Context: an optimization exercise on an open-source flow, tuned for small area. The choices shown serve that exercise and are no tape-out recipe.
The flow treats the clock pin as an ideal source, which a real chip does not have.
Power is estimated from default activity; no workload was simulated.

== run D ==
==> flow/design.v <==
package rxTxPkg;
   typedef struct packed {
      logic [7:0]            marker;
      logic [7:0]            channel;
      logic [15:0]           seqNum;
      logic [7:0]            length;       
      logic [55:0]           reserved;
      logic [32-1:0] seed;
   } pktHeader_t;
   typedef union packed {
      pktHeader_t                 header;
      logic [3:0][32-1:0] sample;    
   } pktWord_u;
endpackage
`timescale 1ns/1ns
module rxTxCore (
   input  logic                  lcbClk,
   input  logic                  reset,
   input  logic [16-1:0] lcbAddress,
   input  logic [32-1:0] lcbDataIn,
   input  logic                  lcbWrite,
   input  logic                  lcbRead,
   input  logic                  lcbCoreSelect,
   output logic [32-1:0] lcbDataOut,
   output logic                  lcbAck,
   input  logic                  trigIn,
   input  logic                  c2sFifoFull,
   output logic [128-1:0] c2sData,
   output logic                  c2sWrite
);
   localparam int NC = 4;
   logic       strobe, wrAcc, rdAcc, chanHit, globId, globScr;
   logic [1:0] aCh;
   logic [3:0] aOff;
   assign strobe  = lcbCoreSelect & (lcbWrite | lcbRead);
   assign wrAcc   = lcbCoreSelect & lcbWrite;
   assign rdAcc   = lcbCoreSelect & lcbRead;
   assign chanHit = (lcbAddress[15:12] == 4'h1);
   assign globId  = (lcbAddress == 16'h0000);
   assign globScr = (lcbAddress == 16'h0004);
   assign aCh     = lcbAddress[9:8];
   assign aOff    = lcbAddress[3:0];
   logic       selId, selScr, selCtrl, selLen;
   logic       selSeed, selCnt;
   logic [1:0] selCh;
   logic [32-1:0] scratch;
   logic                  scrValid;    
   always_ff @(posedge lcbClk or posedge reset)
   begin
      if (reset)
      begin
         lcbAck   <= 1'b0;
         scrValid <= 1'b0;
      end
      else
      begin
         lcbAck <= strobe;
         if (wrAcc && globScr)
            scrValid <= 1'b1;
      end
   end
   always_ff @(posedge lcbClk)
   begin
      if (wrAcc && globScr)
         scratch <= lcbDataIn;
   end
   always_ff @(posedge lcbClk)
   begin
      selId   <= rdAcc & globId;
      selScr  <= rdAcc & globScr;
      selCtrl <= rdAcc & chanHit & (aOff == 4'h0);
      selLen  <= rdAcc & chanHit & (aOff == 4'h4);
      selSeed <= rdAcc & chanHit & (aOff == 4'h8);
      selCnt  <= rdAcc & chanHit & (aOff == 4'hC);
      selCh   <= aCh;
   end
   logic [NC-1:0]                 enable;
   logic [NC-1:0][3:0]            lenReg;
   logic [NC-1:0][32-1:0] seedReg;
   logic [NC-1:0][32-1:0] pktCount;
   logic [NC-1:0]                 busy;
   logic [NC-1:0][3:0]            capLen;
   logic [NC-1:0][32-1:0] capSeed;
   logic [NC-1:0]                 seedValid;
   logic [NC-1:0]                 cntValid;
   logic [NC-1:0]                 capValid;
   logic [NC-1:0]                 start;
   logic [NC-1:0]                 done;      
   logic       locked;
   logic [1:0] lastCh;       
   logic       hdrOut;       
   logic [3:0] wordOut;      
   logic [3:0] carryOut;     
   logic [3:0] carryNext;
   logic       pending;      
   logic [32-1:0] curCount, countInc;
   assign pending  = c2sWrite & ~locked;
   logic [NC-1:0] ownHot;    
   hotSel4 cntSel (.hot(ownHot & cntValid), .d(pktCount), .q(curCount));
   incr #(.W(32), .S(11)) cntIncr (.a(curCount), .q(countInc));
   for (genvar i = 0; i < NC; i++)
   begin : genChan
      logic wsel;
      assign wsel     = wrAcc & chanHit & (aCh == 2'(i));
      assign start[i] = trigIn & enable[i] & ~busy[i];
      always_ff @(posedge lcbClk or posedge reset)
      begin
         if (reset)
         begin
            enable[i]   <= 1'b0;
            lenReg[i]   <= 4'd1;
            seedValid[i] <= 1'b0;
            cntValid[i]  <= 1'b0;
            busy[i]      <= 1'b0;
         end
         else
         begin
            if (wsel && aOff == 4'h0) enable[i]  <= lcbDataIn[0];
            if (wsel && aOff == 4'h4)  lenReg[i]  <= lcbDataIn[3:0];
            if (wsel && aOff == 4'h8) seedValid[i] <= 1'b1;
            if (pending && lastCh == 2'(i))  cntValid[i]  <= 1'b1;
            if (start[i])
               busy[i] <= 1'b1;
            else if (done[i])
               busy[i] <= 1'b0;
         end
      end
      always_ff @(posedge lcbClk)
      begin
         if (wsel && aOff == 4'h8) seedReg[i]  <= lcbDataIn;
         if (pending && lastCh == 2'(i))  pktCount[i] <= countInc;
         if (start[i])
         begin
            capLen[i]   <= lenReg[i];
            capSeed[i]  <= seedReg[i];
            capValid[i] <= seedValid[i];
         end
      end
   end
   logic [1:0] pickIdx, cand, curIdx;
   logic       pickValid, grant, lastWord;
   logic [3:0] ownLen;
   always_comb
   begin
      pickIdx   = lastCh;
      pickValid = 1'b0;
      for (int k = NC; k > 0; k--)
      begin
         cand = lastCh + 2'(k);
         if (busy[cand])
         begin
            pickIdx   = cand;
            pickValid = 1'b1;
         end
      end
   end
   assign ownLen   = capLen[lastCh];
   assign curIdx   = locked ? lastCh : pickIdx;
   assign grant    = (locked | pickValid) & ~c2sFifoFull;
   assign lastWord = locked ? (hdrOut ? (ownLen == 4'd1) : (wordOut + 4'd2 == ownLen))
                            : (capLen[pickIdx] == 4'd0);
   assign done     = (grant & lastWord) ? (NC'(1) << curIdx) : '0;
   always_ff @(posedge lcbClk or posedge reset)
   begin
      if (reset)
      begin
         locked   <= 1'b0;
         lastCh   <= '0;
         ownHot   <= NC'(1);
         c2sWrite <= 1'b0;
      end
      else
      begin
         c2sWrite <= grant;
         if (grant)
         begin
            locked <= ~lastWord;
            lastCh <= curIdx;
            ownHot <= NC'(1) << curIdx;
         end
      end
   end
   always_ff @(posedge lcbClk)
   begin
      if (grant)
      begin
         hdrOut  <= ~locked;
         wordOut <= (locked & ~hdrOut) ? wordOut + 4'd1 : 4'd0;
         carryOut <= locked ? carryNext : 4'd0;
      end
   end
   logic [32-1:0] seedSel;
   logic [1:0]            lo;
   logic [25:0]           hi, hiInc;
   logic [3:0]            mid0, mid1;
   logic [3:0]            nextWord;
   logic [3:0][32-1:0] smp;
   hotSel4 seedPick (.hot(ownHot & capValid), .d(capSeed), .q(seedSel));
   assign lo      = seedSel[1:0];
   assign hi      = seedSel[31:6];
   incr #(.W(26), .S(7)) hiIncr (.a(hi), .q(hiInc));
   assign mid0    = seedSel[5:2] + wordOut;
   assign mid1    = seedSel[5:2] + wordOut + 4'd1;
   assign nextWord = hdrOut ? 4'd0 : wordOut + 4'd1;
   always_comb
   begin
      for (int k = 0; k < 4; k++)
      begin
         logic [6:0] t;
         t = {1'b0, seedSel[5:0]} + {1'b0, nextWord, 2'b00} + 7'(k);
         carryNext[k] = t[6];
      end
   end
   for (genvar k = 0; k < 4; k++)
   begin : genSmp
      logic [2:0]  l;
      logic [3:0]  m;
      logic        keep, useInc, useSeed;
      logic [25:0] smpHi;
      assign l       = {1'b0, lo} + 3'(k);
      assign m       = l[2] ? mid1 : mid0;
      assign keep    = (k == 0) | ~hdrOut;
      assign useInc  = keep & carryOut[k];
      assign useSeed = keep & ~carryOut[k];
      pick2 #(.W(26)) hiPick (.sa(useInc), .a(hiInc), .sb(useSeed), .b(hi), .q(smpHi));
      assign smp[k]  = {smpHi, {4{keep}} & m[3:0], {2{keep}} & l[1:0]};
   end
   assign c2sData = {smp[3], smp[2], smp[1], smp[0]}
                  | (hdrOut ? {8'hA5, 6'd0, lastCh, curCount[15:0], 4'd0, ownLen, 56'd0, 32'd0} : '0);
   logic [8:0]             rdHot;
   logic [8:0][31:0]       rdWord;
   logic [31:0]            rdData;
   always_comb
   begin
      for (int i = 0; i < NC; i++)
      begin
         rdHot[i]      = selSeed & (selCh == 2'(i)) & seedValid[i];
         rdHot[NC + i] = selCnt & (selCh == 2'(i)) & cntValid[i];
         rdWord[i]      = seedReg[i];
         rdWord[NC + i] = pktCount[i];
      end
      rdHot[8]  = selScr & scrValid;
      rdWord[8] = scratch;
   end
   logic [2:0][31:0] rdPartN;
   for (genvar g = 0; g < 3; g++)
   begin : genRd
      hotSel3n rdSel (.hot(rdHot[3*g +: 3]), .d(rdWord[3*g +: 3]), .qn(rdPartN[g]));
   end
   assign rdData = ~(rdPartN[0] & rdPartN[1] & rdPartN[2]);
   always_comb
   begin
      lcbDataOut = rdData;
      if (selId)   lcbDataOut = lcbDataOut | 32'h52580001;
      if (selCtrl) lcbDataOut = lcbDataOut | {31'd0, enable[selCh]};
      if (selLen)  lcbDataOut = lcbDataOut | {28'd0, lenReg[selCh]};
   end
endmodule
module hotSel4 (
   input  logic [3:0]       hot,
   input  logic [3:0][31:0] d,
   output logic [31:0]      q
);
   assign q = ({32{hot[0]}} & d[0]) | ({32{hot[1]}} & d[1]) | ({32{hot[2]}} & d[2]) | ({32{hot[3]}} & d[3]);
endmodule
module incr #(
   parameter int W = 32,
   parameter int S = 8
) (
   input  logic [W-1:0] a,
   output logic [W-1:0] q
);
   logic [W-1:0] c;    
   always_comb
   begin
      for (int i = 0; i < W; i++)
         if (i % S == 0)
            c[i] = (i == 0) ? 1'b1 : &(a | ~((W'(1) << i) - W'(1)));
         else
            c[i] = c[i-1] & a[i-1];
   end
   assign q = a ^ c;
endmodule
module pick2 #(
   parameter int W = 26
) (
   input  logic         sa,
   input  logic [W-1:0] a,
   input  logic         sb,
   input  logic [W-1:0] b,
   output logic [W-1:0] q
);
   assign q = ({W{sa}} & a) | ({W{sb}} & b);
endmodule
module hotSel3n (
   input  logic [2:0]       hot,
   input  logic [2:0][31:0] d,
   output logic [31:0]      qn
);
   assign qn = ~(({32{hot[0]}} & d[0]) | ({32{hot[1]}} & d[1]) | ({32{hot[2]}} & d[2]));
endmodule
==> flow/config.mk <==
export PLATFORM = sky130hd
export DESIGN_NAME = rxTxCore
export DESIGN_NICKNAME = rxTxCore
export VERILOG_FILES = /design/flow/design.v
export SDC_FILE = /design/flow/constraint.sdc
export NUM_CORES = 4
export LEC_CHECK = 0
export CAP_MARGIN = 20
export CORE_MARGIN = 2
export CORE_UTILIZATION = 65
export SLEW_MARGIN = 20
export SYNTH_HIERARCHICAL = 1
export SYNTH_MINIMUM_KEEP_SIZE = 0
==> flow/constraint.sdc <==
create_clock -name core_clock -period 6.0 [get_ports {lcbClk}]
set_input_delay 1.2000 -clock core_clock [delete_from_list [all_inputs] [get_ports {lcbClk}]]
set_output_delay 1.2000 -clock core_clock [all_outputs]
set_load 0.01 [all_outputs]
standard.sh (not shown) runs the stock make flow with config.mk's settings and CLKGATE_MAP_FILE= SYNTH_SCRIPT=/design/flow/synth_recipe.tcl, a recipe that flattens the netlist after the stock synthesis.
==> flow/flow/run.sh <==
#!/bin/bash
set -euo pipefail
export BUFFER_PORTS_ARGS="-buffer_cell sky130_fd_sc_hd__buf_1"
export CTS_ARGS="-sink_clustering_enable -repair_clock_nets -dont_use_dummy_load -sink_clustering_size 30 -sink_clustering_max_diameter 100"
bash standard.sh > standard_flow.log 2>&1
Run D completed every stage of the flow, and the final layout passed the timing, DRC and antenna checks.
> inputs changed (run D -> run E)
--- a/flow/design.v
+++ b/flow/design.v
@@ -95,7 +95,10 @@
    logic       pending;      
    logic [32-1:0] curCount, countInc;
    assign pending  = c2sWrite & ~locked;
-   logic [NC-1:0] ownHot;    
+   logic [NC-1:0] ownHot;
+   always_comb
+      for (int i = 0; i < NC; i++)
+         ownHot[i] = (lastCh == 2'(i));
    hotSel4 cntSel (.hot(ownHot & cntValid), .d(pktCount), .q(curCount));
    incr #(.W(32), .S(11)) cntIncr (.a(curCount), .q(countInc));
    for (genvar i = 0; i < NC; i++)
@@ -166,7 +169,6 @@
       begin
          locked   <= 1'b0;
          lastCh   <= '0;
-         ownHot   <= NC'(1);
          c2sWrite <= 1'b0;
       end
       else
@@ -176,7 +178,6 @@
          begin
             locked <= ~lastWord;
             lastCh <= curIdx;
-            ownHot <= NC'(1) << curIdx;
          end
       end
    end
@@ -198,7 +199,9 @@
    hotSel4 seedPick (.hot(ownHot & capValid), .d(capSeed), .q(seedSel));
    assign lo      = seedSel[1:0];
    assign hi      = seedSel[31:6];
-   incr #(.W(26), .S(7)) hiIncr (.a(hi), .q(hiInc));
+   logic [25:0] hiN, hiIncN;
+   incr #(.W(26), .S(7), .INV(1)) hiIncr (.a(hi), .q(hiIncN));
+   assign hiN = ~hi;
    assign mid0    = seedSel[5:2] + wordOut;
    assign mid1    = seedSel[5:2] + wordOut + 4'd1;
    assign nextWord = hdrOut ? 4'd0 : wordOut + 4'd1;
@@ -222,7 +225,7 @@
       assign keep    = (k == 0) | ~hdrOut;
       assign useInc  = keep & carryOut[k];
       assign useSeed = keep & ~carryOut[k];
-      pick2 #(.W(26)) hiPick (.sa(useInc), .a(hiInc), .sb(useSeed), .b(hi), .q(smpHi));
+      pick2n #(.W(26)) hiPick (.san(~useInc), .an(hiIncN), .sbn(~useSeed), .bn(hiN), .q(smpHi));
       assign smp[k]  = {smpHi, {4{keep}} & m[3:0], {2{keep}} & l[1:0]};
    end
    assign c2sData = {smp[3], smp[2], smp[1], smp[0]}
@@ -245,7 +248,8 @@
    logic [2:0][31:0] rdPartN;
    for (genvar g = 0; g < 3; g++)
    begin : genRd
-      hotSel3n rdSel (.hot(rdHot[3*g +: 3]), .d(rdWord[3*g +: 3]), .qn(rdPartN[g]));
+      hotSel3n rdSel (.hot(rdHot[3*g +: 3]), .d0(rdWord[3*g]), .d1(rdWord[3*g + 1]),
+                      .d2(rdWord[3*g + 2]), .qn(rdPartN[g]));
    end
    assign rdData = ~(rdPartN[0] & rdPartN[1] & rdPartN[2]);
    always_comb
@@ -264,8 +268,9 @@
    assign q = ({32{hot[0]}} & d[0]) | ({32{hot[1]}} & d[1]) | ({32{hot[2]}} & d[2]) | ({32{hot[3]}} & d[3]);
 endmodule
 module incr #(
-   parameter int W = 32,
-   parameter int S = 8
+   parameter int W   = 32,
+   parameter int S   = 8,
+   parameter bit INV = 0     
 ) (
    input  logic [W-1:0] a,
    output logic [W-1:0] q
@@ -279,23 +284,25 @@
          else
             c[i] = c[i-1] & a[i-1];
    end
-   assign q = a ^ c;
+   assign q = INV ? ~(a ^ c) : a ^ c;
 endmodule
-module pick2 #(
+module pick2n #(
    parameter int W = 26
 ) (
-   input  logic         sa,
-   input  logic [W-1:0] a,
-   input  logic         sb,
-   input  logic [W-1:0] b,
+   input  logic         san,
+   input  logic [W-1:0] an,
+   input  logic         sbn,
+   input  logic [W-1:0] bn,
    output logic [W-1:0] q
 );
-   assign q = ({W{sa}} & a) | ({W{sb}} & b);
+   assign q = ~(({W{san}} | an) & ({W{sbn}} | bn));
 endmodule
 module hotSel3n (
-   input  logic [2:0]       hot,
-   input  logic [2:0][31:0] d,
-   output logic [31:0]      qn
+   input  logic [2:0]  hot,
+   input  logic [31:0] d0,
+   input  logic [31:0] d1,
+   input  logic [31:0] d2,
+   output logic [31:0] qn
 );
-   assign qn = ~(({32{hot[0]}} & d[0]) | ({32{hot[1]}} & d[1]) | ({32{hot[2]}} & d[2]));
+   assign qn = ~(({32{hot[0]}} & d0) | ({32{hot[1]}} & d1) | ({32{hot[2]}} & d2));
 endmodule
Results
- Diff run D -> run E: finished layout cell area -0.84%, power dissipated in combinational cells grew by about 47%, post-layout total power increased by 15% relative to the old numbers.
- Run E gives less register-to-register slack than run D did.
- In terms of post-synthesis sequential area ratio, run D and run E differ only marginally.
No functional check of the RTL was part of any run of this note.

-- separate check: timing with driven ports --
In the flow no input, the clock included, has a driving cell. The finished layouts below were timed again as built, in two steps. Step 1 assumes that a clkbuf_16 drives the clock port and a buf_2 every other input. Step 2 also shifts input and output timing later by t, the mid clock arrival at the registers, as if the neighbouring blocks saw the same clock. Three values: ideal, step 1, step 2; two values: the first two.
| run | t (ns) | slack for setup (ns) | hold slack, ns | cell pins on the clock port's net |
|---|---|---|---|---|
| run D | 0.596 | 0.269 / 0.212 / 0.808 | 0.436 / 0.436 / 0.436 | 1 |
| run E | 0.591 | 0.160 / 0.108 / 0.699 | 0.445 / 0.445 / 0.445 | 1 |
After both steps setup and hold are still met in every run listed.
